Source: an optimization exercise on an open RTL-to-GDS flow (aim: a short achievable clock period and few clock cycles per item). Production flows keep margins and buffers that such runs may drop.
Only simulation tests tie the RTL to the original design; equivalence was not proved.
No driver is modelled on the clock port, so clock power and skew are understated where the tree is cut down; a real chip needs a root buffer or a tree.

Design comp_mult_top, start of the top module:
module comp_mult_top
#(
    parameter logic [15:0] APB_BASE = '0   
) (
    input  logic  clk,
    input  logic  rst_n,
    input  cmul_types_pkg::addr_t paddr,
    input  logic  pwrite,
    input  cmul_types_pkg::reg_t  pwdata,
    input  logic  psel,
    output logic  pready,
    output cmul_types_pkg::reg_t  prdata,
    output logic  pslverr,
    output logic  mem_ce,
    output logic  mem_we,
    output cmul_types_pkg::addr_t mem_addr,
    output cmul_types_pkg::elem_t mem_wr_data,
    input  cmul_types_pkg::elem_t mem_rd_data
);
    logic [15:0] ofs_full;
    logic [2:0]  ofs;
    logic        in_range;
    logic        acc_ok;
    logic        wr_en;
    assign pready   = 1'b1;
    assign ofs_full = paddr - APB_BASE;
    assign in_range = (ofs_full[15:3] == '0);
    assign ofs      = ofs_full[2:0];
    always_comb begin
        case (ofs)
            3'd0, 3'd1, 3'd2, 3'd3, 3'd4: acc_ok = pwrite;
            3'd5:    acc_ok = 1'b1;
            3'd6:    acc_ok = ~pwrite;
            default: acc_ok = 1'b0;
        endcase
    end
    assign wr_en = psel & pwrite & in_range & acc_ok;
    logic wr_op1, wr_op2, wr_res, wr_num, wr_start, wr_clr;
    assign wr_op1   = wr_en & (ofs == 3'd0);
    assign wr_op2   = wr_en & (ofs == 3'd1);
    assign wr_res   = wr_en & (ofs == 3'd2);
    assign wr_num   = wr_en & (ofs == 3'd3);
    assign wr_start = wr_en & (ofs == 3'd4) & pwdata[0];
    assign wr_clr   = wr_en & (ofs == 3'd5) & ~pwdata[0];
    logic        done;
    logic        clr_q;        
    logic        busy;         
    logic        start_q;      
    logic [15:0] num_reg;
    logic        num_nz_q;     
    logic        num_ge2_q;    
    logic [15:0] num_m1_q;     
    logic [15:0] b1, b2;       
    logic        eq_q;         
    logic [15:0] ra1, ra2, rw;   
  ...
For scale: roughly 88 I/O pins, ~41,000 sq um of cells after synthesis.
==> flow/config.mk <==
export PLATFORM = sky130hd
export DESIGN_NAME = comp_mult_top
export DESIGN_NICKNAME = comp_mult_top
export VERILOG_FILES = /design/flow/design.v
export SDC_FILE = /design/flow/constraint.sdc
export NUM_CORES = 4
export LEC_CHECK = 0
export ABC_CLOCK_PERIOD_IN_PS = 1500
export CAP_MARGIN = 20
export CORE_MARGIN = 2
export CORE_UTILIZATION = 40
export SETUP_SLACK_MARGIN = 4.8
export SLEW_MARGIN = 20
==> flow/constraint.sdc <==
create_clock -name core_clock -period 6.5 [get_ports {clk}]
set_input_delay 1.3000 -clock core_clock [delete_from_list [all_inputs] [get_ports {clk}]]
set_output_delay 1.3000 -clock core_clock [all_outputs]
set_load 0.01 [all_outputs]
standard.sh (not shown) runs the stock make flow with config.mk's settings and CLKGATE_MAP_FILE= SYNTH_SCRIPT=/design/flow/synth_recipe.tcl, a recipe that flattens the netlist after the stock synthesis.
==> flow/flow/run.sh <==
#!/bin/bash
# Standard ORFS layout (the standard.sh), except that the clock tree is
# built by flow/mycts.tcl (a two-level buffer tree: 4 root buffers fed by the
# clock port, leaf buffers each driving a cluster of about 18 flip-flops) in
# place of TritonCTS. Everything else, synthesis included, is the standard flow.
set -euo pipefail
export MCTS_CLOCK_NET=clk
export MCTS_BUF=sky130_fd_sc_hd__clkbuf_16
export MCTS_ROOT_BUF=sky130_fd_sc_hd__clkbuf_16
export MCTS_SINKS_PER_LEAF=18
export MCTS_ROOTS=4
bash standard.sh finish PRE_CTS_TCL="$PWD/flow/mycts.tcl" > standard_flow.log 2>&1
Other scripts of this flow, unchanged in this note and not shown: flow/flow/mycts.tcl
The starting point ran to the end with no violations.
Testbench counts at the start, summed over its fixed seeds: cycles 21,041, items 2,070.
Change:
--- a/flow/design.v
+++ b/flow/design.v
@@ -68,21 +68,21 @@
             3'd0, 3'd1, 3'd2, 3'd3, 3'd4: acc_ok = pwrite;
             3'd5:    acc_ok = 1'b1;
             3'd6:    acc_ok = ~pwrite;
             default: acc_ok = 1'b0;
         endcase
     end
     assign wr_en = psel & pwrite & in_range & acc_ok;
-    logic wr_op1, wr_op2, wr_res, wr_num, wr_start, wr_clr;
-    assign wr_op1   = wr_en & (ofs == 3'd0);
-    assign wr_op2   = wr_en & (ofs == 3'd1);
+    logic wr_res;
     assign wr_res   = wr_en & (ofs == 3'd2);
-    assign wr_num   = wr_en & (ofs == 3'd3);
-    assign wr_start = wr_en & (ofs == 3'd4) & pwdata[0];
-    assign wr_clr   = wr_en & (ofs == 3'd5) & ~pwdata[0];
+    logic wsel;
+    assign wsel = psel & pwrite;
+    logic hzh_q, hzl_q;        
+    logic d_op1, d_op2, d_res, d_num, d_st, d_clr;
+    logic hz;
     logic        done;
     logic        clr_q;        
     logic        busy;         
     logic        start_q;      
     logic [15:0] num_reg;
     logic        num_nz_q;     
     logic        num_ge2_q;    
@@ -143,14 +143,21 @@
     logic [1:0] rd_id;
     logic wr_start_b;          
     logic wr_issue;
     logic [2:0] wcnt_n;
     logic pop;
     logic push;
     assign eq_q    = (b1 == b2);
+    assign hz      = hzh_q & hzl_q;
+    assign k1      = hz & d_op1;
+    assign k2      = hz & d_op2;
+    assign wres_q  = hz & d_res;
+    assign wnum_q  = hz & d_num;
+    assign start_q = hz & d_st;
+    assign clr_q   = hz & d_clr;
     assign base1   = k1 ? pwdata_q : (i1_q ? ra1p : ra1);
     assign base2   = k2 ? pwdata_q : (i2_q ? ra2p : ra2);
     assign basew   = wres_q ? pwdata_q : (iw_q ? rwp : rw);
     assign go      = start_q & ~busy & num_nz_q;
     assign h1e     = k1 ? 2'd0 : h1;
     assign h2e     = k2 ? 2'd0 : h2;
     assign qdone   = qd_q & ~k1 & ~(k2 & ~qsame);
@@ -217,39 +224,43 @@
             default: wbyte = {6'b0, f0[35:34]};
         endcase
     end
     always_ff @(posedge clk or negedge rst_n) begin
         if (!rst_n) begin
             done     <= 1'b0;
             pslverr  <= 1'b0;
-            clr_q    <= 1'b0;
-            start_q  <= 1'b0;
+            hzh_q    <= 1'b0;
+            hzl_q    <= 1'b0;
+            d_op1    <= 1'b0;
+            d_op2    <= 1'b0;
+            d_res    <= 1'b0;
+            d_num    <= 1'b0;
+            d_st     <= 1'b0;
+            d_clr    <= 1'b0;
             num_reg  <= '0;
             num_nz_q <= 1'b0;
             num_ge2_q <= 1'b0;
             num_m1_q <= '0;
-            k1       <= 1'b0;
-            k2       <= 1'b0;
-            wres_q   <= 1'b0;
-            wnum_q   <= 1'b0;
             pwdata_q <= '0;
             b1       <= '0;
             b2       <= '0;
         end else begin
-            clr_q <= wr_clr;
+            hzh_q <= (ofs_full[15:9] == '0);
+            hzl_q <= (ofs_full[8:3] == '0);
+            d_op1 <= wsel & (ofs == 3'd0);
+            d_op2 <= wsel & (ofs == 3'd1);
+            d_res <= wsel & (ofs == 3'd2);
+            d_num <= wsel & (ofs == 3'd3);
+            d_st  <= wsel & (ofs == 3'd4) & pwdata[0];
+            d_clr <= wsel & (ofs == 3'd5) & ~pwdata[0];
             pslverr <= psel & ~(in_range & acc_ok);
             if (fin_q)
                 done <= 1'b1;
             else if (clr_q)
                 done <= 1'b0;
-            start_q   <= wr_start;
-            k1        <= wr_op1;
-            k2        <= wr_op2;
-            wres_q    <= wr_res;
-            wnum_q    <= wr_num;
             pwdata_q  <= pwdata;
             if (wnum_q) num_reg <= pwdata_q;
             if (wnum_q) begin
                 num_nz_q  <= (pwdata_q != '0);
                 num_ge2_q <= (pwdata_q[15:1] != '0);
                 num_m1_q  <= pwdata_q - 16'd1;
             end
Outcome:
- design area hardly moves
- worst setup slack barely changes
- hold slack stays flat
- global-route usage stays flat
- via count climbs by 1.1%
Testbench counts after the change, summed over its fixed seeds: cycles 21,041, items 2,070.
In every run of this note, the design's own scripts or RTL, not TritonCTS, make the clock network.

[separate check: timing with driven ports]
The flow's constraints put no driver on any port. The routed layouts listed below were extracted and timed again, unchanged, in two steps. Step 1, drivers: a clkbuf_16 drives clk and a buf_2 each remaining input, both assumed. Step 2 also shifts input and output timing later by t, the mid clock arrival at the registers, as if the neighbouring blocks saw the same clock. a / b / c = ideal / step 1 / step 2; a / b = the first two.
run | t (ns) | slack for setup (ns) | pins driven straight from the clock port
the first run | 0.604 | 4.222 / 4.077 / 3.935 | 4
the second run | 0.612 | 4.225 / 4.075 / 3.817 | 4
After both steps setup and hold are still met in every run listed. The setup slack of the second run, which loses most, moves by -0.150 ns with the drivers and by -0.408 ns with both steps.
